This design comes from an exercise in tuning for small area and a short achievable clock period on the open sky130 flow, not from production work. At most, simulation tests tie the RTL to the original design; equivalence was not proved. Only the layout flow was run in run 3; the RTL was not checked for function there.

**flow/flow/run.sh**
```bash
#!/bin/bash
# Standard ORFS layout with plain buffers on the ports and no CTS dummy loads.
set -euo pipefail
export BUFFER_PORTS_ARGS="-buffer_cell sky130_fd_sc_hd__buf_2"
export CTS_ARGS="-sink_clustering_enable -repair_clock_nets -dont_use_dummy_load"
bash standard.sh > standard.log 2>&1
```
**flow/standard.sh**
```bash
#!/bin/bash
# synth_recipe.tcl (not shown) runs the flow's synth.tcl, then flattens the netlist and writes it again
# the make line also repeats each setting of config.mk as NAME=value (left out here)
make -C /OpenROAD-flow-scripts/flow DESIGN_CONFIG=/design/flow/config.mk WORK_HOME=/design/flow/orfs CLKGATE_MAP_FILE= SYNTH_SCRIPT=/design/flow/synth_recipe.tcl "${@:-finish}"
```
**flow/config.mk**
```make
export PLATFORM = sky130hd
export DESIGN_NAME = dma_desc_sched
export DESIGN_NICKNAME = dma_desc_sched
export VERILOG_FILES = /design/flow/design.v
export SDC_FILE = /design/flow/constraint.sdc
export NUM_CORES = 4
export LEC_CHECK = 0
export CAP_MARGIN = 20
export CORE_MARGIN = 2
export CORE_UTILIZATION = 40
export SLEW_MARGIN = 20
```
**flow/constraint.sdc**
```tcl
create_clock -name core_clock -period 6.5 [get_ports {clk}]
set_input_delay 1.3000 -clock core_clock [delete_from_list [all_inputs] [get_ports {clk}]]
set_output_delay 1.3000 -clock core_clock [all_outputs]
set_load 0.01 [all_outputs]
```
**flow/design.v**
```verilog
module dma_desc_sched #(
    parameter int NUM_CH = 4,
    parameter int DESC_DEPTH = 4,
    parameter int ALIGN_CHECK = 1,
    localparam int CW = (NUM_CH > 1) ? $clog2(NUM_CH) : 1,
    localparam int PW = $clog2(DESC_DEPTH),
    localparam int DW = 96,
    localparam int EW = 35,
    localparam int OffsetWidth = 2
) (
    input  logic                 clk,
    input  logic                 rst,
    input  logic [NUM_CH-1:0]    push_valid_i,
    input  logic [NUM_CH*DW-1:0] push_desc_i,
    output logic [NUM_CH-1:0]    push_ready_o,
    output logic                 eng_valid_o,
    input  logic                 eng_ready_i,
    output logic [DW-1:0]        eng_desc_o,
    output logic [CW-1:0]        eng_ch_o,
    input  logic                 eng_done_i,
    input  logic [EW-1:0]        eng_err_i,
    input  logic [NUM_CH-1:0]    clr_i,
    output logic [NUM_CH-1:0]    ch_active_o,
    output logic [NUM_CH-1:0]    ch_done_o,
    output logic [NUM_CH-1:0]    ch_err_o,
    output logic [EW-1:0]        err_info_o,
    output logic                 irq_o
);
    localparam int SW = 95;    
    localparam int LW = 92;    
    logic [SW-1:0]     r_mem [16];
    logic [1:0]        r_wp [4];
    logic [1:0]        r_rp [4];
    logic [2:0]        r_cnt [4];
    logic              r_issue, r_wait;
    logic [1:0]        r_ptr, r_ch;
    logic [LW-1:0]     r_desc;
    logic [3:0]        r_done, r_err;
    logic [31:0]       r_err_addr;
    logic [1:0]        r_err_src;
    logic [3:0]        r_ready, r_active;
    logic              r_errany, r_irq;
    logic [SW-1:0]     w_enc [4];
    logic [3:0]        w_full, w_push;
    always_comb begin
        for (int c = 0; c < 4; c++) begin
            logic [95:0] d;
            logic sb;
            d = push_desc_i[c*DW +: DW];
            sb = d[65:64] != 2'b00;
            w_enc[c] = {d[95:66], d[63:34], d[31:0], sb ? d[65:64] : d[33:32], sb};
            w_full[c] = r_cnt[c][2];
            w_push[c] = push_valid_i[c] && r_ready[c];
        end
    end
    always_ff @(posedge clk) begin
        for (int c = 0; c < 4; c++)
            if (!w_full[c]) r_mem[c*4 + r_wp[c]] <= w_enc[c];
    end
    logic [SW-1:0]     w_head [4];
    logic [3:0]        w_hzero, w_hbad, w_elig;
    always_comb begin
        for (int c = 0; c < 4; c++) begin
            w_head[c] = r_mem[c*4 + r_rp[c]];
            w_hzero[c] = w_head[c][34:3] == 32'd0;
            w_hbad[c] = w_head[c][2:1] != 2'b00;
            w_elig[c] = r_cnt[c] != 3'd0;
        end
    end
    logic [3:0] w_gsel;
    logic [1:0] w_g;
    logic       w_any;
    always_comb begin
        logic [3:0] rot;
        logic [1:0] off;
        for (int i = 0; i < 4; i++) rot[i] = w_elig[(i + r_ptr) & 3];
        w_any = |rot;
        off = rot[0] ? 2'd0 : rot[1] ? 2'd1 : rot[2] ? 2'd2 : 2'd3;
        w_g = r_ptr + off;
        w_gsel = '0;
        w_gsel[w_g] = w_any;
    end
    logic [SW-1:0] w_sel;
    always_comb begin
        w_sel = '0;
        for (int c = 0; c < 4; c++)
            if (w_gsel[c]) w_sel = w_sel | w_head[c];
    end
    logic w_idle, w_pick, w_zero, w_bad, w_ld;
    assign w_idle = !r_issue && !r_wait;
    assign w_pick = w_idle && w_any;
    assign w_zero = |(w_gsel & w_hzero);
    assign w_bad  = |(w_gsel & w_hbad);
    assign w_ld   = w_pick && !w_zero && !w_bad;
    logic w_eerr, w_edone;
    assign w_eerr  = r_wait && eng_err_i[34];
    assign w_edone = r_wait && !eng_err_i[34] && eng_done_i;
    logic [3:0] w_chsel, w_pop, w_flush, w_set_done, w_set_err;
    always_comb begin
        w_chsel = '0;
        w_chsel[r_ch] = 1'b1;
        w_pop = w_idle ? w_gsel : 4'b0;
        w_set_done = (w_pick && w_zero ? w_gsel : 4'b0) | (w_edone ? w_chsel : 4'b0);
        w_set_err = (w_pick && !w_zero && w_bad ? w_gsel : 4'b0) | (w_eerr ? w_chsel : 4'b0);
        w_flush = w_set_err;
    end
    logic       w_issue_nx, w_wait_nx;
    logic [1:0] w_ch_nx;
    logic [3:0] w_done_nx, w_err_nx;
    logic [2:0] w_cnt_nx [4];
    always_comb begin
        w_issue_nx = w_ld || (r_issue && !eng_ready_i);
        w_wait_nx = (r_issue && eng_ready_i) || (r_wait && !eng_err_i[34] && !eng_done_i);
        w_ch_nx = w_ld ? w_g : r_ch;
        w_done_nx = w_set_done | (r_done & ~clr_i);
        w_err_nx = w_set_err | (r_err & ~clr_i);
        for (int c = 0; c < 4; c++)
            w_cnt_nx[c] = w_flush[c] ? 3'd0 : r_cnt[c] + {2'b0, w_push[c]} - {2'b0, w_pop[c]};
    end
    always_ff @(posedge clk) begin
        if (rst) begin
            r_issue <= 1'b0;
            r_wait <= 1'b0;
            r_ptr <= '0;
            r_ch <= '0;
            r_desc <= '0;
            r_done <= '0;
            r_err <= '0;
            r_err_addr <= '0;
            r_err_src <= '0;
            r_ready <= 4'hf;
            r_active <= '0;
            r_errany <= 1'b0;
            r_irq <= 1'b0;
            for (int c = 0; c < 4; c++) begin
                r_wp[c] <= '0;
                r_rp[c] <= '0;
                r_cnt[c] <= '0;
            end
        end else begin
            r_issue <= w_issue_nx;
            r_wait <= w_wait_nx;
            if (w_pick) r_ptr <= w_g + 2'd1;
            r_ch <= w_ch_nx;
            if (w_ld) r_desc <= {w_sel[94:35], w_sel[34:3]};
            r_done <= w_done_nx;
            r_err <= w_err_nx;
            if (w_eerr) begin
                r_err_addr <= eng_err_i[31:0];
                r_err_src <= eng_err_i[33:32];
            end else if (w_pick && !w_zero && w_bad) begin
                r_err_addr <= {w_sel[0] ? w_sel[94:65] : w_sel[64:35], w_sel[2:1]};
                r_err_src <= 2'd3;
            end
            r_errany <= |w_err_nx;
            r_irq <= |(w_done_nx | w_err_nx);
            for (int c = 0; c < 4; c++) begin
                r_cnt[c] <= w_cnt_nx[c];
                r_ready[c] <= !w_cnt_nx[c][2] && !w_err_nx[c];
                r_active[c] <= (w_cnt_nx[c] != 3'd0) ||
                               ((w_issue_nx || w_wait_nx) && w_ch_nx == 2'(c));
                if (w_flush[c]) begin
                    r_rp[c] <= r_wp[c];
                end else begin
                    if (w_push[c]) r_wp[c] <= r_wp[c] + 2'd1;
                    if (w_pop[c]) r_rp[c] <= r_rp[c] + 2'd1;
                end
            end
        end
    end
    assign push_ready_o = r_ready;
    assign eng_valid_o = r_issue;
    assign eng_desc_o = {r_desc[91:62], 2'b00, r_desc[61:32], 2'b00, r_desc[31:0]};
    assign eng_ch_o = r_ch;
    assign ch_active_o = r_active;
    assign ch_done_o = r_done;
    assign ch_err_o = r_err;
    assign err_info_o = {r_errany, r_err_src, r_err_addr};
    assign irq_o = r_irq;
endmodule
```
==> results of run 1 <==
cell usage in the layout, fill, tap and decap left out, types with 6 or more instances in the layout:
master | Yosys | final
sky130_fd_sc_hd__edfxtp_1 | 1520 | 1520
sky130_fd_sc_hd__buf_2 | 30 | 576
sky130_fd_sc_hd__mux4_2 | 367 | 367
sky130_fd_sc_hd__nor2_1 | 191 | 189
sky130_fd_sc_hd__a22oi_1 | 186 | 186
sky130_fd_sc_hd__clkbuf_16 | 0 | 179
sky130_fd_sc_hd__dfxtp_1 | 180 | 172
sky130_fd_sc_hd__nand2_1 | 84 | 81
sky130_fd_sc_hd__nor3_1 | 76 | 76
sky130_fd_sc_hd__o21ai_0 | 49 | 49
sky130_fd_sc_hd__a21oi_1 | 48 | 48
sky130_fd_sc_hd__buf_4 | 15 | 48
sky130_fd_sc_hd__diode_2 | 0 | 43
sky130_fd_sc_hd__inv_1 | 41 | 40
sky130_fd_sc_hd__and3_1 | 38 | 38
sky130_fd_sc_hd__mux2i_1 | 38 | 38
sky130_fd_sc_hd__nor3_2 | 33 | 33
sky130_fd_sc_hd__nor4_1 | 32 | 32
sky130_fd_sc_hd__mux2_2 | 31 | 31
sky130_fd_sc_hd__ha_1 | 26 | 26
sky130_fd_sc_hd__nor2b_4 | 0 | 16
sky130_fd_sc_hd__xnor2_1 | 14 | 14
sky130_fd_sc_hd__mux4_1 | 13 | 13
sky130_fd_sc_hd__buf_12 | 4 | 12
sky130_fd_sc_hd__a211oi_1 | 13 | 11
sky130_fd_sc_hd__dfxtp_4 | 0 | 8
sky130_fd_sc_hd__nand3_1 | 7 | 7
sky130_fd_sc_hd__nand4_1 | 7 | 7
sky130_fd_sc_hd__xor2_1 | 7 | 7
sky130_fd_sc_hd__nor2b_1 | 22 | 6
sky130_fd_sc_hd__and2_1 | 8 | 6
registers in the layout, summed over array words and instances (netlist names), named ones only:
| name | count |
|---|---|
| r_ch | 2 |
| r_errany | 1 |
| r_done | 4 |
| r_ready | 4 |
| r_rp | 8 |
| r_ptr | 2 |
| r_wp | 8 |
| r_issue | 1 |
| r_active | 4 |
| r_desc | 92 |
| r_cnt | 12 |
| r_wait | 1 |
| r_err | 4 |
| r_mem | 1520 |
| r_err_addr | 32 |
| r_err_src | 2 |
| r_irq | 1 |
critical path: cells and delay by family, from the launching register on:
family | cells | cell delay (ns)
AND/OR/NAND/NOR | 6 | 1.78
AO/OA/AOI/OAI | 3 | 0.47
adder cells (fa/ha/maj) | 5 | 1.67
XOR/XNOR | 2 | 0.42
flip-flops | 1 | 0.44
buffers and inverters | 4 | 0.36
synthesized netlist by cell type (all sizes together) (4+ instances only):
cell type and instances:
a211oi 13, a21o 4, a21oi 48, a22oi 186
and2 9, and3 38, buf 90, clkbuf 103
dfxtp 180, edfxtp 1520, fa 4, ha 26
inv 41, mux2 31, mux2i 38, mux4 380
nand2 84, nand2b 5, nand3 7, nand3b 5
nand4 7, nor2 191, nor2b 22, nor3 109
nor4 32, o211a 4, o21ai 51, or2 5
xnor2 14, xor2 7
how the worst max path moves through the flow:
stage	startpoint	end	slack [ns]
after floorplan	r_wp[2][0]	r_mem[10][0]	1.17
after global placement	r_cnt[2][2]	r_active[0]	1.22
after detailed placement	r_cnt[2][2]	r_active[0]	1.21
after CTS	r_cnt[2][2]	r_active[0]	1.17
after global routing	r_cnt[2][2]	r_active[0]	0.75
final	r_cnt[2][2]	r_active[0]	1.23
metal layers:
metal | wire, um | part of all wire | GRT usage
met1 | 74200 | 0.37 | 0.291
met2 | 97800 | 0.49 | 0.394
met3 | 19600 | 0.099 | 0.0858
met4 | 5710 | 0.029 | 0.0660
met5 | 660 | 0.0033 | 0
cell type report:
cell class                 instances  share of cell area
timing repair buffer             637              0.0465
clock buffer                     179              0.0596
tap                             2175              0.0362
multi-input combinational       1353               0.199
inverter                          41             0.00205
sequential                      1700               0.655
antenna                           43             0.00143
cells by family (layout without fill, tap and decap cells):
logic type,Yosys count,in the layout
other,1,47
AO/OA/AOI/OAI,330,330
XOR/XNOR,21,21
AND/OR/NAND/NOR,519,519
flip-flops,1700,1700
multiplexers,449,449
buffers and inverters,234,857
adder cells (fa/ha/maj),30,30
through the flow:
step | setup WS [ns] | utilization | area, sq um | hold WS [ns]
floorplan | 1.17 | - | 65200 | 0.487
global placement | 1.22 | 0.435 | 70600 | 0.482
detailed placement | 1.21 | 0.435 | 70600 | 0.488
CTS | 1.17 | 0.462 | 75100 | 0.495
global route | 0.747 | 0.463 | 75100 | 0.510
finish | 1.23 | 0.463 | 75200 | 0.489
==> insert_results.sql, run 1 <==
INSERT INTO impl_metrics (metric_group, metric, value, unit) VALUES
('cts', 'clock_latency', '0.81', 'ns'),
('sta', 'timing.final.crit_period', '5.27', 'ns'),
('yosys', 'synth_enable_flop_cells', '1520', ''),
('sta', 'fin_crit_sh', '0.811', ''),
('die', 'design.die.area', '0.166', 'sq mm'),
('cts', 'post-cts-setup-buffer-count', '0', ''),
('sta', 'final.setup.tns', '0', 'ns'),
('grt', 'first_global_vias', '34900', ''),
('die', 'area_of_the_core', '0.162', 'sq mm'),
('cts', 'worst_setup_hold_path_clk_slew', '0.05', 'ns'),
('detailed_routing', 'first_iter_violations', '3518', ''),
('yosys', 'yosys_most_used_dff', 'sky130_fd_sc_hd__edfxtp_1', ''),
('die', 'core_rows', '148', ''),
('setup_path', 'timing.critical_path.slowest_stage_cell', 'sky130_fd_sc_hd__nor3_2', ''),
('setup_path', 'required', '7.15', 'ns'),
('setup_path', 'worst_ep_arrival_time', '5.92', 'ns'),
('cts', 'cts.sink_count', '1700', ''),
('sta', 'tightest_slew', '1.02', 'ns'),
('cells_and_area', 'fillers', '13800', ''),
('detailed_routing', 'wire_per_inst', '32.3', 'um'),
('yosys', 'post_synthesis_cells', '3284', ''),
('cts', 'postCtsHoldBufs', '0', ''),
('setup_path', 'criticalPathCategory', 'flop to flop', ''),
('yosys', 'post_synth_fa_ha_maj_area_fraction', '0.00622', ''),
('hold_path', 'holdCritStartpoint', 'r_desc[45]', ''),
('sta', 'report.final.setup_viol', '0', ''),
('detailed_routing', 'finalWirelength', '198000', 'um'),
('cts', 'cts_root_buf', 'sky130_fd_sc_hd__clkbuf_16', ''),
('grt', 'grt_remaining_overflow', '0', ''),
('placed_design', 'total_instance_count_after_detailed_placement', '5906', ''),
('placed_design', 'gp_congestion', '0.883', ''),
('run', 'max_cap_viol_count', '0', ''),
('cts', 'cts_buf_count', '179', ''),
('yosys', 'synth.area.mux_share', '0.143', ''),
('yosys', 'synth_top_family_by_area', 'multiplexers', ''),
('yosys', 'top_cell_type_s_share_of_synthesized_area', '0.700', ''),
('yosys', 'yosysUniqueCellTypes', '58', ''),
('hold_path', 'endpoint_worst_hold', 'r_desc[45]', ''),
('hold_path', 'hold_critical_path_depth', '2', ''),
('detailed_routing', 'routed-via-count', '34600', ''),
('setup_path', 'worstReg2RegEnd', 'r_active[0]', ''),
('hold_path', 'worst_hold_path_type', 'flop to flop', ''),
('yosys', 'synthesis.area_per_instance', '19.9', 'sq um'),
('setup_path', 'depth_of_the_worst_register_to_register_path', '20', ''),
('yosys', 'synth-compound-area-share', '0.0351', ''),
('die', 'io_pins', '582', ''),
('cells_and_area', 'final_net_count', '4373', ''),
('die', 'initial_utilization', '0.402', ''),
('setup_path', 'crit_fanout', '35', ''),
('yosys', 'yosysTopAreaCell', 'sky130_fd_sc_hd__edfxtp_1', ''),
('detailed_routing', 'drt-vias-per-instance', '5.64', ''),
('sta', 'maxSlewViolCount', '0', ''),
('yosys', 'ys.warnings.count', '7', ''),
('detailed_routing', 'drt-pass1-iter-count', '6', ''),
('setup_path', 'slowest_delay', '0.55', 'ns'),
('cells_and_area', 'post_layout_nonfiller_instances', '6128', ''),
('yosys', 'synth.area.top_cells', 'sky130_fd_sc_hd__edfxtp_1 70%, sky130_fd_sc_hd__mux4_2 13%, sky130_fd_sc_hd__dfxtp_1 5.5%', ''),
('cells_and_area', 'regArea', '0.0493', 'sq mm'),
('cts', 'cts_htree_levels', '4', ''),
('grt', 'initial_antenna_violation_count', '131', ''),
('yosys', 'synth_async_sr_flop_share', '0', ''),
('cells_and_area', 'multi_input_comb_area', '0.0150', 'sq mm'),
('yosys', 'mappedNetlistArea', '0.0652', 'sq mm'),
('grt', 'grt_max_degree', '85', ''),
('status', 'run_status', 'no timing/DRC/antenna violations', ''),
('yosys', 'synth-seq-area-share', '0.755', ''),
('setup_path', 'setup.worst_path.end_class', 'flop', ''),
('detailed_routing', 'route.detailed.drc', '0', '');
==> run 2: changes to the inputs <==
==> flow/run.sh (new file) <==
#!/bin/bash
# synth_recipe.tcl (not shown) runs the flow's synth.tcl, then flattens the netlist and writes it again
# the make line also repeats each setting of config.mk as NAME=value (left out here)
make -C /OpenROAD-flow-scripts/flow DESIGN_CONFIG=/design/flow/config.mk WORK_HOME=/design/flow/orfs CLKGATE_MAP_FILE= SYNTH_SCRIPT=/design/flow/synth_recipe.tcl finish
removed: flow/flow/run.sh
removed: flow/standard.sh
==> insert_results.sql, run 2 <==
INSERT INTO impl_metrics (metric_group, metric, value, unit) VALUES
('placed_design', 'total_instance_count_after_detailed_placement', '5914', ''),
('sta', 'timing.hold.ws', '0.496', 'ns'),
('hold_path', 'worst_hold_path_type', 'flop to flop', ''),
('grt', 'grt_max_degree', '94', ''),
('sta', 'worst_slew_margin_rel', '0.256', ''),
('sta', 'tightest_slew', '1.12', 'ns'),
('grt', 'first_global_vias', '35300', ''),
('detailed_routing', 'finalWirelength', '197000', 'um'),
('placed_design', 'dp.final_hpwl', '133000', 'um'),
('yosys', 'synthTopCellsByCount', '1,520 x sky130_fd_sc_hd__edfxtp_1, 367 x sky130_fd_sc_hd__mux4_2, 191 x sky130_fd_sc_hd__nor2_1', ''),
('setup_path', 'required', '7.18', 'ns'),
('detailed_routing', 'drt-pass1-iter-count', '8', ''),
('grt', 'initial_antenna_violation_count', '58', ''),
('cts', 'cts_buf_count', '180', ''),
('setup_path', 'setup.worst_path.end_class', 'flop', ''),
('die', 'die_x', '408', 'um'),
('die', 'initial_utilization', '0.402', ''),
('detailed_routing', 'drt-vias-per-instance', '5.56', ''),
('setup_path', 'path_delay_family', 'simple AND/OR/NAND/NOR gates', ''),
('sta', 'report.final.setup_viol', '0', ''),
('detailed_routing', 'wire_per_inst', '31.5', 'um'),
('status', 'run_status', 'no timing/DRC/antenna violations', ''),
('yosys', 'ys.warnings.count', '7', ''),
('grt', 'grt_pass1_wl', '274000', 'um'),
('cts', 'cts_root_buf', 'sky130_fd_sc_hd__clkbuf_16', ''),
('yosys', 'post-synth-top-count-cell', 'sky130_fd_sc_hd__edfxtp_1', ''),
('grt', 'grt_remaining_overflow', '0', ''),
('cells_and_area', 'post_layout_nonfiller_instances', '6275', ''),
('setup_path', 'critical_path.cell_chain', 'nor3_2 -> o21ai_0 -> nand3_1 -> o211ai_1 -> ha_1 -> inv_1 -> ha_1 -> nor2b_1 -> a221oi_1 -> a211oi_2 -> buf_4 -> nor3_1 -> nand2_2 -> buf_4 -> nor2_1 -> nor3_1', ''),
('setup_path', 'ff_to_ff_setup_slack', '0.94', 'ns'),
('run', 'max_cap_viol_count', '0', ''),
('yosys', 'top_cell_type_s_share_of_synthesized_area', '0.700', ''),
('die', 'io_pins', '582', ''),
('cts', 'cts_max_path_buffers', '3', ''),
('detailed_routing', 'routed-via-count', '34900', ''),
('yosys', 'mappedNetlistArea', '0.0652', 'sq mm'),
('sta', 'maxClockFrequency', '0.180', 'GHz'),
('cts', 'worst_setup_hold_path_clk_slew', '0.07', 'ns'),
('setup_path', 'critPathLaunch', 'r_cnt[2][2]', ''),
('placed_design', 'placement.io_buffers', '577', ''),
('cts', 'postCtsResizedCells', '0', ''),
('setup_path', 'crit_fanout', '36', ''),
('setup_path', 'timing.critical_path.slowest_stage_cell', 'sky130_fd_sc_hd__nor2_1', ''),
('cts', 'cts.sink_count', '1700', ''),
('sta', 'final.setup.tns', '0', 'ns'),
('sta', 'timing.final.crit_period', '5.56', 'ns'),
('cells_and_area', 'largest_reg_flops', '1520', ''),
('sta', 'maxSlewViolCount', '0', ''),
('cells_and_area', 'layout-area-overhead-vs-synth', '21.8', '%'),
('yosys', 'synth_async_sr_flop_share', '0', ''),
('yosys', 'synth.area.top_cells', 'sky130_fd_sc_hd__edfxtp_1 70%, sky130_fd_sc_hd__mux4_2 13%, sky130_fd_sc_hd__dfxtp_1 5.5%', ''),
('setup_path', 'worst_ep_arrival_time', '6.24', 'ns'),
('yosys', 'synth_enable_flop_cells', '1520', ''),
('sta', 'layout_setup_ws', '0.940', 'ns'),
('yosys', 'yosysTopAreaCell', 'sky130_fd_sc_hd__edfxtp_1', ''),
('detailed_routing', 'detail-route-antenna-nets', '0', ''),
('die', 'design.die.area', '0.166', 'sq mm'),
('setup_path', 'critical_path.n_buffers_inverters', '3', ''),
('yosys', 'yosys_most_used_dff', 'sky130_fd_sc_hd__edfxtp_1', ''),
('setup_path', 'cp-start-kind', 'flop', ''),
('die', 'core_rows', '148', ''),
('sta', 'fin_crit_sh', '0.855', ''),
('setup_path', 'slowest_delay', '0.63', 'ns'),
('placed_design', 'post-place-ws', '1.09', 'ns'),
('yosys', 'post_synthesis_cells', '3284', ''),
('cts', 'cts_htree_levels', '4', ''),
('sta', 'worst_clock_skew', '0.0346', 'ns'),
('detailed_routing', 'first_iter_violations', '3320', ''),
('sta', 'setup_repair_after_global_routing_missed_its_margin', 'false', ''),
('yosys', 'synth.ff_latch_count', '1700', ''),
('setup_path', 'criticalPathCategory', 'flop to flop', ''),
('die', 'die-height', '408', 'um'),
('cells_and_area', 'most-common-layout-cells', '1,520 x sky130_fd_sc_hd__edfxtp_1, 576 x sky130_fd_sc_hd__clkdlybuf4s50_1, 367 x sky130_fd_sc_hd__mux4_2, 189 x sky130_fd_sc_hd__nor2_1, 186 x sky130_fd_sc_hd__a22oi_1', ''),
('detailed_routing', 'route.detailed.drc', '0', ''),
('cts', 'post-cts-setup-buffer-count', '0', ''),
('cells_and_area', 'most_common_library_cell_in_the_layout_ignoring_fill_and_taps', 'sky130_fd_sc_hd__edfxtp_1', ''),
('cells_and_area', 'ratio_of_cells_with_drive_above_1_in_the_final_layout', '0.195', ''),
('cts', 'clock_latency', '0.83', 'ns'),
('cells_and_area', 'final_net_count', '4382', ''),
('placed_design', 'gp_congestion', '0.923', ''),
('yosys', 'synthesis.area_per_instance', '19.9', 'sq um'),
('hold_path', 'holdCritStartpoint', 'r_desc[50]', ''),
('setup_path', 'r2r_start', 'r_cnt[2][2]', ''),
('grt', 'grt.total_usage', '0.235', ''),
('sta', 'timing.final.hold_violations', '0', ''),
('yosys', 'synth-seq-area-share', '0.755', ''),
('cts', 'postCtsHoldBufs', '0', ''),
('cts', 'tritoncts_clock_tree', 'done', ''),
('die', 'area_of_the_core', '0.162', 'sq mm'),
('yosys', 'yosysUniqueCellTypes', '58', '');
run 2: changes by cell type in the layout (fill, tap and decap cells not counted), sizes merged:
| cell | previous run | this run |
|---|---|---|
| buf | 637 | 69 |
| bufinv | 0 | 10 |
| clkbuf | 179 | 238 |
| clkdlybuf4s50 | 0 | 576 |
| clkinv | 0 | 74 |
| clkinvlp | 0 | 7 |
| diode | 43 | 28 |
| inv | 41 | 45 |
run 2: per-layer routing:
layer / vias up / part of all wire / GRT usage
met5: - / 0.0020 / 0
met2: 1396 / 0.49 / 0.388
met1: 18400 / 0.39 / 0.300
met3: 311 / 0.083 / 0.0664
li1: 14800 / - / -
met4: 62 / 0.030 / 0.0753
run 2: kinds of logic after synthesis:
family | after synthesis | share of synthesized area
compound gates | 330 | 0.0351
xor+xnor | 21 | 0.00282
fa+ha+maj | 30 | 0.00622
buf+inv | 234 | 0.0177
flops | 1700 | 0.755
mux | 449 | 0.143
other cells | 1 | 0.0000575
simple gates | 519 | 0.0397
run 2: per-stage QoR:
stage          cell area, sq um   util
2_1_floorplan             65200      -
3_5_place_dp              73500  0.453
5_1_grt                   79400  0.489
3_3_place_gp              73500  0.453
4_1_cts                   79300  0.489
6_report                  79400  0.489
run 2: cell type report:
type / instances / area (sq um)
Fill cell: 13400 / 83000
Clock inverter: 95 / 976
Antenna cell: 28 / 70.1
Clock buffer: 238 / 4830
Inverter: 41 / 154
Multi-Input combinational cell: 1353 / 15000
Sequential cell: 1700 / 49300
Timing Repair Buffer: 645 / 6400
Tap cell: 2175 / 2720
run 2: worst register-to-register path: stages (launching register included):
cell	delay, ns
sky130_fd_sc_hd__dfxtp_1	0.46
sky130_fd_sc_hd__nor3_2	0.54
sky130_fd_sc_hd__o21ai_0	0.16
sky130_fd_sc_hd__nand3_1	0.11
sky130_fd_sc_hd__o211ai_1	0.09
sky130_fd_sc_hd__ha_1	0.47
sky130_fd_sc_hd__inv_1	0.14
sky130_fd_sc_hd__ha_1	0.44
sky130_fd_sc_hd__nor2b_1	0.24
sky130_fd_sc_hd__a221oi_1	0.34
sky130_fd_sc_hd__a211oi_2	0.09
sky130_fd_sc_hd__buf_4	0.22
sky130_fd_sc_hd__nor3_1	0.40
sky130_fd_sc_hd__nand2_2	0.51
sky130_fd_sc_hd__buf_4	0.49
sky130_fd_sc_hd__nor2_1	0.63
sky130_fd_sc_hd__nor3_1	0.09
run 2: final timing paths:
path	endpoint	cells after the start
worst min register to register	r_desc[50]	2
worst min-delay path	r_desc[50]	2
worst max register to register	r_desc[88]	16
worst max-delay path	r_desc[88]	16
==> run 3: changes to the inputs <==
--- a/flow/design.v
+++ b/flow/design.v
@@ -31,3 +31,4 @@
     logic [SW-1:0]     r_mem [16];
-    logic [1:0]        r_wp [4];
+    logic [3:0]        r_wen [4];     
+    logic [3:0]        r_wen_n [4];   
     logic [1:0]        r_rp [4];
@@ -43,3 +44,3 @@
     logic [SW-1:0]     w_enc [4];
-    logic [3:0]        w_full, w_push;
+    logic [3:0]        w_push;
     always_comb begin
@@ -51,3 +52,2 @@
             w_enc[c] = {d[95:66], d[63:34], d[31:0], sb ? d[65:64] : d[33:32], sb};
-            w_full[c] = r_cnt[c][2];
             w_push[c] = push_valid_i[c] && r_ready[c];
@@ -57,3 +57,4 @@
         for (int c = 0; c < 4; c++)
-            if (!w_full[c]) r_mem[c*4 + r_wp[c]] <= w_enc[c];
+            for (int i = 0; i < 4; i++)
+                r_mem[c*4 + i] <= (w_enc[c] & {SW{r_wen[c][i]}}) | (r_mem[c*4 + i] & {SW{r_wen_n[c][i]}});
     end
@@ -110,2 +111,4 @@
     logic [2:0] w_cnt_nx [4];
+    logic [1:0] w_rp_nx [4];
+    logic [3:0] w_wen_nx [4];
     always_comb begin
@@ -116,4 +119,10 @@
         w_err_nx = w_set_err | (r_err & ~clr_i);
-        for (int c = 0; c < 4; c++)
+        for (int c = 0; c < 4; c++) begin
+            logic [1:0] wp, wp_nx;
+            wp = r_cnt[c][2] ? r_rp[c] : {r_wen[c][3] | r_wen[c][2], r_wen[c][3] | r_wen[c][1]};
             w_cnt_nx[c] = w_flush[c] ? 3'd0 : r_cnt[c] + {2'b0, w_push[c]} - {2'b0, w_pop[c]};
+            w_rp_nx[c] = w_flush[c] ? wp : r_rp[c] + {1'b0, w_pop[c]};
+            wp_nx = wp + {1'b0, w_push[c] && !w_flush[c]};
+            w_wen_nx[c] = w_cnt_nx[c][2] ? 4'b0000 : 4'b0001 << wp_nx;
+        end
     end
@@ -135,3 +144,4 @@
             for (int c = 0; c < 4; c++) begin
-                r_wp[c] <= '0;
+                r_wen[c] <= 4'b0001;
+                r_wen_n[c] <= 4'b1110;
                 r_rp[c] <= '0;
@@ -161,8 +171,5 @@
                                ((w_issue_nx || w_wait_nx) && w_ch_nx == 2'(c));
-                if (w_flush[c]) begin
-                    r_rp[c] <= r_wp[c];
-                end else begin
-                    if (w_push[c]) r_wp[c] <= r_wp[c] + 2'd1;
-                    if (w_pop[c]) r_rp[c] <= r_rp[c] + 2'd1;
-                end
+                r_rp[c] <= w_rp_nx[c];
+                r_wen[c] <= w_wen_nx[c];
+                r_wen_n[c] <= ~w_wen_nx[c];
             end
==> insert_results.sql, run 3 <==
INSERT INTO impl_metrics (metric_group, metric, value, unit) VALUES
('cells_and_area', 'final_core_util', '0.483', ''),
('cells_and_area', 'final_net_count', '5810', ''),
('cells_and_area', 'final_non_filler_cell_area', '0.0784', 'sq mm'),
('setup_path', 'slowest_delay', '0.58', 'ns'),
('run', 'max_cap_viol_count', '0', ''),
('cts', 'cts_buf_count', '181', ''),
('die', 'design.die.area', '0.166', 'sq mm'),
('sta', 'setup_repair_after_global_routing_missed_its_margin', 'false', ''),
('status', 'run_status', 'no timing/DRC/antenna violations', ''),
('yosys', 'post_synthesis_cells', '5080', ''),
('cells_and_area', 'most-common-layout-cells', '1,682 x sky130_fd_sc_hd__dfxtp_1, 1,581 x sky130_fd_sc_hd__a22o_1, 576 x sky130_fd_sc_hd__clkdlybuf4s50_1, 380 x sky130_fd_sc_hd__mux4_2, 185 x sky130_fd_sc_hd__clkbuf_16', ''),
('detailed_routing', 'drt-vias-per-instance', '6.37', ''),
('grt', 'initial_antenna_violation_count', '97', ''),
('grt', 'grt_pass1_wl', '346000', 'um'),
('yosys', 'yosys_most_used_dff', 'sky130_fd_sc_hd__dfxtp_1', ''),
('die', 'die_x', '407', 'um'),
('cts', 'tritoncts_clock_tree', 'done', ''),
('yosys', 'synth-seq-area-share', '0.529', ''),
('grt', 'first_global_vias', '46700', ''),
('sta', 'maxSlewViolCount', '0', ''),
('sta', 'timing.final.hold_violations', '0', ''),
('yosys', 'synth.area.top_cells', 'sky130_fd_sc_hd__dfxtp_1 53%, sky130_fd_sc_hd__a22o_1 21%, sky130_fd_sc_hd__mux4_2 13%', ''),
('yosys', 'mappedNetlistArea', '0.0651', 'sq mm'),
('yosys', 'synth_enable_flop_cells', '0', ''),
('detailed_routing', 'route.detailed.drc', '0', ''),
('sta', 'timing.final.crit_period', '5.37', 'ns'),
('yosys', 'synth_top_family_by_area', 'compound AO/OA/AOI/OAI gates', ''),
('hold_path', 'endpoint_worst_hold', 'r_mem[14][31]', ''),
('grt', 'grt_remaining_overflow', '0', ''),
('cts', 'clock_latency', '0.82', 'ns'),
('setup_path', 'timing.critical_path.slowest_stage_cell', 'sky130_fd_sc_hd__or2_0', ''),
('setup_path', 'critPathLaunch', 'r_cnt[1][2]', ''),
('cells_and_area', 'most_common_library_cell_in_the_layout_ignoring_fill_and_taps', 'sky130_fd_sc_hd__dfxtp_1', ''),
('sta', 'maxClockFrequency', '0.186', 'GHz'),
('setup_path', 'critical_path.most_common_cell', 'sky130_fd_sc_hd__ha_1', ''),
('detailed_routing', 'first_iter_violations', '6163', ''),
('yosys', 'yosysTopAreaCell', 'sky130_fd_sc_hd__dfxtp_1', ''),
('setup_path', 'criticalPathCategory', 'flop to flop', ''),
('setup_path', 'required', '7.20', 'ns'),
('yosys', 'post_synth_fa_ha_maj_area_fraction', '0.00469', ''),
('cells_and_area', 'largest_reg_flops', '1520', ''),
('setup_path', 'critical_path.cell_chain', 'nor3_4 -> nor3_1 -> a311oi_1 -> o21ai_0 -> ha_1 -> inv_1 -> ha_1 -> nor3b_1 -> o41a_2 -> a22oi_1 -> o21ai_0 -> or2_0 -> a31oi_2 -> and2_1 -> ha_1 -> xor2_1 -> inv_1 -> and3_1', ''),
('setup_path', 'depth_of_the_worst_register_to_register_path', '18', ''),
('yosys', 'synthesis.area_per_instance', '12.8', 'sq um'),
('placed_design', 'placement.io_buffers', '577', ''),
('cts', 'post-cts-setup-buffer-count', '0', ''),
('hold_path', 'hold_critical_path_depth', '1', ''),
('hold_path', 'holdCritStartpoint', 'r_mem[14][31]', ''),
('yosys', 'yosysUniqueCellTypes', '67', ''),
('cts', 'postCtsHoldBufs', '0', ''),
('die', 'io_pins', '582', ''),
('yosys', 'post-synth-top-count-cell', 'sky130_fd_sc_hd__dfxtp_1', ''),
('placed_design', 'dp.final_hpwl', '157000', 'um'),
('setup_path', 'setup.worst_path.end_class', 'flop', ''),
('placed_design', 'gp_congestion', '0.911', ''),
('setup_path', 'r2r_start', 'r_cnt[1][2]', ''),
('sta', 'worst_slew_margin_rel', '0.263', ''),
('yosys', 'post_synth_and_or_nand_nor_area_fraction', '0.0267', ''),
('setup_path', 'worstReg2RegEnd', 'r_wen[2][3]', ''),
('yosys', 'synth.area.mux_share', '0.142', ''),
('setup_path', 'ff_to_ff_setup_slack', '1.13', 'ns'),
('detailed_routing', 'routed-via-count', '49200', ''),
('placed_design', 'placed_cell_area', '0.0720', 'sq mm'),
('yosys', 'synth.ff_latch_count', '1722', ''),
('placed_design', 'post-place-ws', '1.23', 'ns'),
('yosys', 'top_cell_type_s_share_of_synthesized_area', '0.529', ''),
('setup_path', 'cp-start-kind', 'flop', ''),
('grt', 'grt.total_usage', '0.278', ''),
('yosys', 'synthXorXnorAreaFrac', '0.00202', ''),
('sta', 'fin_crit_sh', '0.827', ''),
('cts', 'postCtsResizedCells', '0', ''),
('die', 'initial_utilization', '0.401', ''),
('setup_path', 'worst_ep_arrival_time', '6.07', 'ns'),
('cells_and_area', 'ratio_of_cells_with_drive_above_1_in_the_final_layout', '0.157', ''),
('yosys', 'synthTopCellsByCount', '1,722 x sky130_fd_sc_hd__dfxtp_1, 1,581 x sky130_fd_sc_hd__a22o_1, 380 x sky130_fd_sc_hd__mux4_2', ''),
('sta', 'worst_clock_skew', '0.0302', 'ns'),
('sta', 'final.setup.tns', '0', 'ns'),
('sta', 'layout_setup_ws', '1.13', 'ns'),
('sta', 'tightest_slew', '1.11', 'ns'),
('setup_path', 'crit_fanout', '12', ''),
('yosys', 'ys.warnings.count', '11', ''),
('detailed_routing', 'detail-route-antenna-nets', '0', ''),
('yosys', 'synth_async_sr_flop_share', '0', ''),
('grt', 'grt_max_degree', '94', ''),
('detailed_routing', 'wire_per_inst', '31.1', 'um'),
('yosys', 'synth-compound-area-share', '0.256', ''),
('die', 'area_of_the_core', '0.162', 'sq mm'),
('die', 'core_rows', '148', ''),
('cells_and_area', 'layout-area-overhead-vs-synth', '20.3', '%'),
('die', 'die-height', '407', 'um'),
('cts', 'cts_max_path_buffers', '3', ''),
('cts', 'cts_htree_levels', '4', ''),
('cts', 'cts_root_buf', 'sky130_fd_sc_hd__clkbuf_16', ''),
('cts', 'cts.sink_count', '1722', ''),
('sta', 'report.final.setup_viol', '0', ''),
('detailed_routing', 'drt-pass1-iter-count', '11', ''),
('cts', 'worst_setup_hold_path_clk_slew', '0.06', 'ns'),
('hold_path', 'worst_hold_path_type', 'flop to flop', ''),
('detailed_routing', 'finalWirelength', '240000', 'um');
-- run 3: changes by cell type in the layout (fill, tap and decap cells not counted), moves of 45 or more --
cell,previous run,this run
sky130_fd_sc_hd__a211oi_2,2,52
sky130_fd_sc_hd__a22o_1,0,1581
sky130_fd_sc_hd__a221oi_1,2,60
sky130_fd_sc_hd__nor3_1,76,14
sky130_fd_sc_hd__a22oi_1,186,2
sky130_fd_sc_hd__edfxtp_1,1520,0
sky130_fd_sc_hd__nor2_1,189,144
sky130_fd_sc_hd__dfxtp_1,172,1682
-- run 3: how the worst max path moves through the flow --
stage / to / cells past startpoint
floorplan: r_wen[2][3] / 21
global placement: r_wen[2][3] / 18
detailed placement: r_wen[2][3] / 18
CTS: r_wen[2][3] / 18
global route: r_wen[2][3] / 18
finish: r_wen[2][3] / 18
-- run 3: final cells by class --
class | count | area [sq um]
diodes | 33 | 82.6
clock buffers | 248 | 5280
clock inverters | 86 | 968
fillers | 14200 | 83900
inverters | 38 | 143
multi-input cells | 2770 | 28200
flip-flops and latches | 1722 | 34600
well taps | 2175 | 2720
repair buffers | 644 | 6340
-- run 3: metal layers --
| layer | vias to the layer above | wire length, um | track usage |
|---|---|---|---|
| li1 | 20800 | - | - |
| met1 | 25400 | 106000 | 0.406 |
| met4 | 102 | 6610 | 0.0784 |
| met2 | 2437 | 102000 | 0.397 |
| met3 | 435 | 25100 | 0.0828 |
| met5 | - | 629 | 0 |
-- run 3: kinds of logic (layout without fill, tap and decap cells) --
family | after synthesis | count (layout)
fa+ha+maj | 22 | 22
flops | 1722 | 1722
xor+xnor | 15 | 15
compound gates | 1920 | 1920
buf+inv | 591 | 1016
other cells | 1 | 37
simple gates | 358 | 358
mux | 451 | 451
-- run 3: critical path, delay by kind of cell (launching register included) --
| kind | cells | cell delay [ns] |
|---|---|---|
| AND/OR/NAND/NOR | 6 | 1.87 |
| adder cells (fa/ha/maj) | 3 | 1.03 |
| flip-flops | 1 | 0.41 |
| AO/OA/AOI/OAI | 6 | 1.27 |
| XOR/XNOR | 1 | 0.40 |
| buffers and inverters | 2 | 0.28 |
-- run 3: through the flow --
step / hold slack (ns) / cells
floorplan: 0.434 / 5083
global placement: 0.447 / 7349
detailed placement: 0.449 / 7349
CTS: 0.469 / 7683
global route: 0.476 / 7705
finish: 0.468 / 7716

re-timing with driven ports:
Ports are ideal in the flow. The routed layouts listed here were re-timed in OpenROAD.
Step 1 sets driving cells, clkbuf_16 on the clock port and buf_2 on the other inputs (assumed; they add their load-dependent delay and slew).
Step 2 also shifts input and output timing later by t, the mid clock arrival at the registers, as if the neighbouring blocks saw the same clock.
Three values: ideal, step 1, step 2; two values: the first two.
run	t (ns)	setup slack, ns	pins driven straight from the clock port
run 1	0.859	1.228 / 1.228 / 1.228	1
run 2	0.901	0.940 / 0.940 / 0.940	1
run 3	0.895	1.127 / 1.127 / 1.127	1
After both steps setup and hold are still met in every run listed.
